This design comes from an exercise in tuning for small area, a short achievable clock period and few clock cycles per item on the open sky130 flow, not from production work. RTL that was checked went through simulation tests only; none was proved equivalent to the original. Power figures rest on the tool's default switching activity, not on a simulated workload.

## div_top
module div_top
(
  input  logic        CLK,
  input  logic        RST_N,
  input  logic        in_valid,
  output logic        in_ready,
  input  logic [31:0] in_a,
  input  logic [31:0] in_b,
  input  logic [1:0]  in_op,
  output logic        r_valid,
  input  logic        r_ready,
  output logic [31:0] r_data
);
make LEC_CHECK=0 CAP_MARGIN=20 CORE_MARGIN=2 CORE_UTILIZATION=40 CTS_CLUSTER_DIAMETER=100 CTS_CLUSTER_SIZE=32 SETUP_SLACK_MARGIN=3.8 SLEW_MARGIN=20 finish   # period 7.0 ns
run.sh (not shown) runs the stock make flow with config.mk's settings and CLKGATE_MAP_FILE= SYNTH_SCRIPT=/design/flow/synth_recipe.tcl, a recipe that flattens the netlist after the stock synthesis.
==> next run, changes <==
- CAP_MARGIN: 20 -> 5
- CTS_CLUSTER_SIZE: 32 -> 28
- SETUP_SLACK_MARGIN: 3.8 -> 3.6
- SLEW_MARGIN: 20 -> 5
Result:
- The new run produced a clean layout
- area after synthesis is unchanged
- count of clock-buffer cells in the layout rises by 10
- final area fell by about 2.2%
- sequential power stays flat
- via count goes down by 1.1%
- worst hold slack gains 11 ps
- global-route usage went down by 0.23 points
- register-to-register slack improves by 200 ps
- worst setup slack gains 200 ps
No run of this note included a check of the RTL's function; only the layout flow was run.


## v38
div_top, a different RTL version from the one above (not shown whole).
Size: roughly 2600 flip-flops.
clock: 7.0 ns
lec_check: 0
cap_margin: 5
core_margin: 2
core_utilization: 40
cts_cluster_diameter: 100
cts_cluster_size: 32
setup_slack_margin: 3.5
slew_margin: 5
v38: flow completed, timing, DRC and antenna clean
Testbench counts of v38, summed over its fixed seeds: cycles 9,848, items 9,600.
> inputs changed (v38 -> v30)
diff --git a/flow/config.mk b/flow/config.mk
--- a/flow/config.mk
+++ b/flow/config.mk
@@ -6,9 +6,10 @@
 export NUM_CORES = 4
 export LEC_CHECK = 0
-export CAP_MARGIN = 5
+export CAP_MARGIN = 20
 export CORE_MARGIN = 2
 export CORE_UTILIZATION = 40
 export CTS_CLUSTER_DIAMETER = 100
 export CTS_CLUSTER_SIZE = 32
-export SETUP_SLACK_MARGIN = 3.5
-export SLEW_MARGIN = 5
+export SETUP_SLACK_MARGIN = 3.8
+export SLEW_MARGIN = 20
+export TNS_END_PERCENT = 10
Results
Area: v30 vs v38 -> v30 larger. In v30 relative to v38, clock-buffer cell count had gone up by a few percent. Clock network fraction of design power is higher on v30. Compared with v38, v30 degrades via count.
Modified inputs, v1 compared to v30
==> flow/config.mk <==
export PLATFORM = sky130hd
export DESIGN_NAME = div_top
export DESIGN_NICKNAME = div_top
export VERILOG_FILES = /design/flow/design.v
export SDC_FILE = /design/flow/constraint.sdc
export NUM_CORES = 4
export LEC_CHECK = 0
export CAP_MARGIN = 5
export CORE_MARGIN = 2
export CORE_UTILIZATION = 40
export CTS_CLUSTER_DIAMETER = 100
export CTS_CLUSTER_SIZE = 24
export SETUP_SLACK_MARGIN = 3.6
export SLEW_MARGIN = 5
==> summary.txt <==
From v30 to v1 the numbers moved as follows: fraction of area in registers shrank by 0.31 points, number of placed cells counting well taps held steady, power density normalized to cell area grew by 1.9 nW/um2, finished layout cell area grew by 550 um2. [v1] fraction of final layout cells sized beyond drive strength 1 rose 0.68 points relative to v30. [v1 vs v30] total routed wire length on the met1 layer: lower in v1. v1 improves on v30 in setup slack on the worst flop-to-flop path.
The following lists how v23 was set up differently from v1:
==> flow/config.mk <==
export PLATFORM = sky130hd
export DESIGN_NAME = div_top
export DESIGN_NICKNAME = div_top
export VERILOG_FILES = /design/flow/design.v
export SDC_FILE = /design/flow/constraint.sdc
export NUM_CORES = 4
export LEC_CHECK = 0
export CAP_MARGIN = 20
export CORE_MARGIN = 2
export CORE_UTILIZATION = 40
export CTS_CLUSTER_DIAMETER = 100
export CTS_CLUSTER_SIZE = 32
export SETUP_SLACK_MARGIN = 3.3
export SLEW_MARGIN = 20
==> summary.txt <==
Between v23 and v1, TritonCTS buffer count is lower for v23, v1 comes in above that.
| minimum setup slack after placement | v23 vs v1 | 0.099 ns lower |
Delta(final core area utilization, v23 - v1) < 0
--- input diff v23..v3 ---
diff --git a/flow/config.mk b/flow/config.mk
--- a/flow/config.mk
+++ b/flow/config.mk
@@ -11,4 +11,4 @@
 export CTS_CLUSTER_DIAMETER = 100
 export CTS_CLUSTER_SIZE = 32
-export SETUP_SLACK_MARGIN = 3.3
+export SETUP_SLACK_MARGIN = 3.4
 export SLEW_MARGIN = 20
### Flow results
Between v3 and v23, the met3 track demand over resource in global routing figures differ only marginally. From v23 to v3, post-synth net total did not move at all. Worst path arrival time (higher): v23. Relative to v23, v3 improves final critical-path setup slack. Total routed wirelength grows slightly when moving from v23 to v3. v3 against v23: worst-case vdd ir drop shows no meaningful change; portion of total power attributed to combinational logic shows an increase of 0.3 points; post-route total power shows an increase of 0.45%; combinational gate power shows an increase of about 2%.
## Diff of input files: v29 against v3
diff --git a/flow/config.mk b/flow/config.mk
--- a/flow/config.mk
+++ b/flow/config.mk
@@ -11,4 +11,4 @@
 export CTS_CLUSTER_DIAMETER = 100
 export CTS_CLUSTER_SIZE = 32
-export SETUP_SLACK_MARGIN = 3.4
+export SETUP_SLACK_MARGIN = 3.7
 export SLEW_MARGIN = 20
### Flow results
NOTE: total track usage in v29 exceeds that of v3
Diff v3..v29 | die area | unchanged
v29 ends up with higher combinational power than v3 does.
Delta (v29 minus v3): biggest cell delay along the critical path now sits lower; post-route minimum period now sits lower; final-layout non-clock buffer area share now sits higher.
v29 vs. v3: utilization after layout grew by 1.2 points, met2 usage grew by 0.86 points.
Run comparison: v29 timing startpoint of the critical path u_stage23.next_dq[31]; v3 timing startpoint of the critical path in_a[9]


div_top again, from the RTL that the note above started with.
make LEC_CHECK=0 CAP_MARGIN=20 CORE_MARGIN=2 CORE_UTILIZATION=40 CTS_CLUSTER_DIAMETER=100 CTS_CLUSTER_SIZE=32 SETUP_SLACK_MARGIN=3.6 SLEW_MARGIN=20 TNS_END_PERCENT=10 finish   # period 7.0 ns
Testbench counts at the start, summed over its fixed seeds: cycles 9,848, items 9,600.
Next try:
CAP_MARGIN = 5   (was 20)
CTS_CLUSTER_SIZE = 28   (was 32)
SLEW_MARGIN = 5   (was 20)
TNS_END_PERCENT = not set   (was 10)
What happened:
- final area grows by about 1.7%
- total power grows by about 2.5%
- routed wire length grows by 1.9%


div_top again, from the RTL that the note above started with.
Design div_top, start of the top module:
module div_top
(
  input  logic        CLK,
  input  logic        RST_N,
  input  logic        in_valid,
  output logic        in_ready,
  input  logic [31:0] in_a,
  input  logic [31:0] in_b,
  input  logic [1:0]  in_op,
  output logic        r_valid,
  input  logic        r_ready,
  output logic [31:0] r_data
);
  logic        recirc;
  logic [31:0] result;
  logic        s0_valid;
  logic        s0_done;
  logic [0:0] s0_rem;
  logic [31:0] s0_dq;
  logic [31:0] s0_divisor;
  logic        s0_neg;
  logic        s0_take_rem;
  logic        s1_valid;
  logic        s1_done;
  logic [2:0] s1_rem;
  logic [31:0] s1_dq;
  logic [31:0] s1_divisor;
  logic        s1_neg;
  logic        s1_take_rem;
  logic        s2_valid;
  logic        s2_done;
  logic [4:0] s2_rem;
  logic [31:0] s2_dq;
  logic [31:0] s2_divisor;
  logic        s2_neg;
  logic        s2_take_rem;
  logic        s3_valid;
  logic        s3_done;
  logic [5:0] s3_rem;
  logic [31:0] s3_dq;
  logic [31:0] s3_divisor;
  logic        s3_neg;
  logic        s3_take_rem;
  logic        s4_valid;
  logic        s4_done;
  logic [6:0] s4_rem;
  logic [31:0] s4_dq;
  logic [31:0] s4_divisor;
  logic        s4_neg;
  logic        s4_take_rem;
  logic        s5_valid;
  logic        s5_done;
  logic [7:0] s5_rem;
  logic [31:0] s5_dq;
  ...
Settings: LEC_CHECK=0, CAP_MARGIN=20, CORE_MARGIN=2, CORE_UTILIZATION=40, CTS_CLUSTER_DIAMETER=100, CTS_CLUSTER_SIZE=32, SETUP_SLACK_MARGIN=3.6, SLEW_MARGIN=20; clock period 7.0 ns.
The baseline produced a clean layout.
Testbench counts at the start, summed over its fixed seeds: cycles 9,848, items 9,600.
Then changed:
CAP_MARGIN = 5   (was 20)
SLEW_MARGIN = 5   (was 20)
What happened: The new run produced a clean layout. Count of clock-buffer cells in the layout grows by 3. Setup slack improves by 0.024 ns. Fmax grows by about 0.7%. Via count hardly moves.

## afterwards: timing with drivers on the ports
The results above use ideal ports. As a check the final layouts listed here were re-extracted and re-timed, cells and wires unchanged. Step 1 assumes that a clkbuf_16 drives the clock port and a buf_2 every other input. Step 2, shift: input delay + t, output delay - t, t = (earliest + latest rising clock arrival at the registers) / 2. This alone moves slack from input paths to output paths. Three values: no drivers, after step 1, after step 2; two values: the first two.
| run | t, ns | slack for setup (ns) | worst setup path after step 2 | clock arrival spread, ns |
|---|---|---|---|---|
| the first run of note 1 | 0.839 | 3.290 / 3.290 / 3.102 | input to register | 0.071 / 0.071 |
| the second run of note 1 | 0.852 | 3.487 / 3.487 / 2.905 | input to register | 0.074 / 0.074 |
| v38 | 0.855 | 3.505 / 3.505 / 2.742 | input to register | 0.069 / 0.069 |
| v30 | 0.853 | 3.464 / 3.464 / 2.739 | input to register | 0.074 / 0.074 |
| v1 | 0.890 | 3.579 / 3.579 / 2.872 | input to register | 0.122 / 0.123 |
| v23 | 0.855 | 3.333 / 3.323 / 2.526 | input to register | 0.059 / 0.059 |
| v3 | 0.858 | 3.425 / 3.473 / 2.615 | input to register | 0.061 / 0.060 |
| v29 | 0.834 | 3.599 / 3.599 / 2.962 | input to register | 0.071 / 0.071 |
| the first run of note 3 | 0.857 | 3.348 / 3.408 / 2.550 | input to register | 0.060 / 0.059 |
| the second run of note 3 | 0.865 | 3.648 / 3.627 / 2.866 | input to register | 0.070 / 0.071 |
| the first run of note 4 | 0.853 | 3.575 / 3.575 / 2.837 | input to register | 0.063 / 0.063 |
| the second run of note 4 | 0.836 | 3.599 / 3.599 / 2.880 | input to register | 0.082 / 0.081 |
After both steps setup and hold are still met in every run listed. The setup slack of v3, which loses most, moves by +0.048 ns with the drivers and by -0.810 ns with both steps.
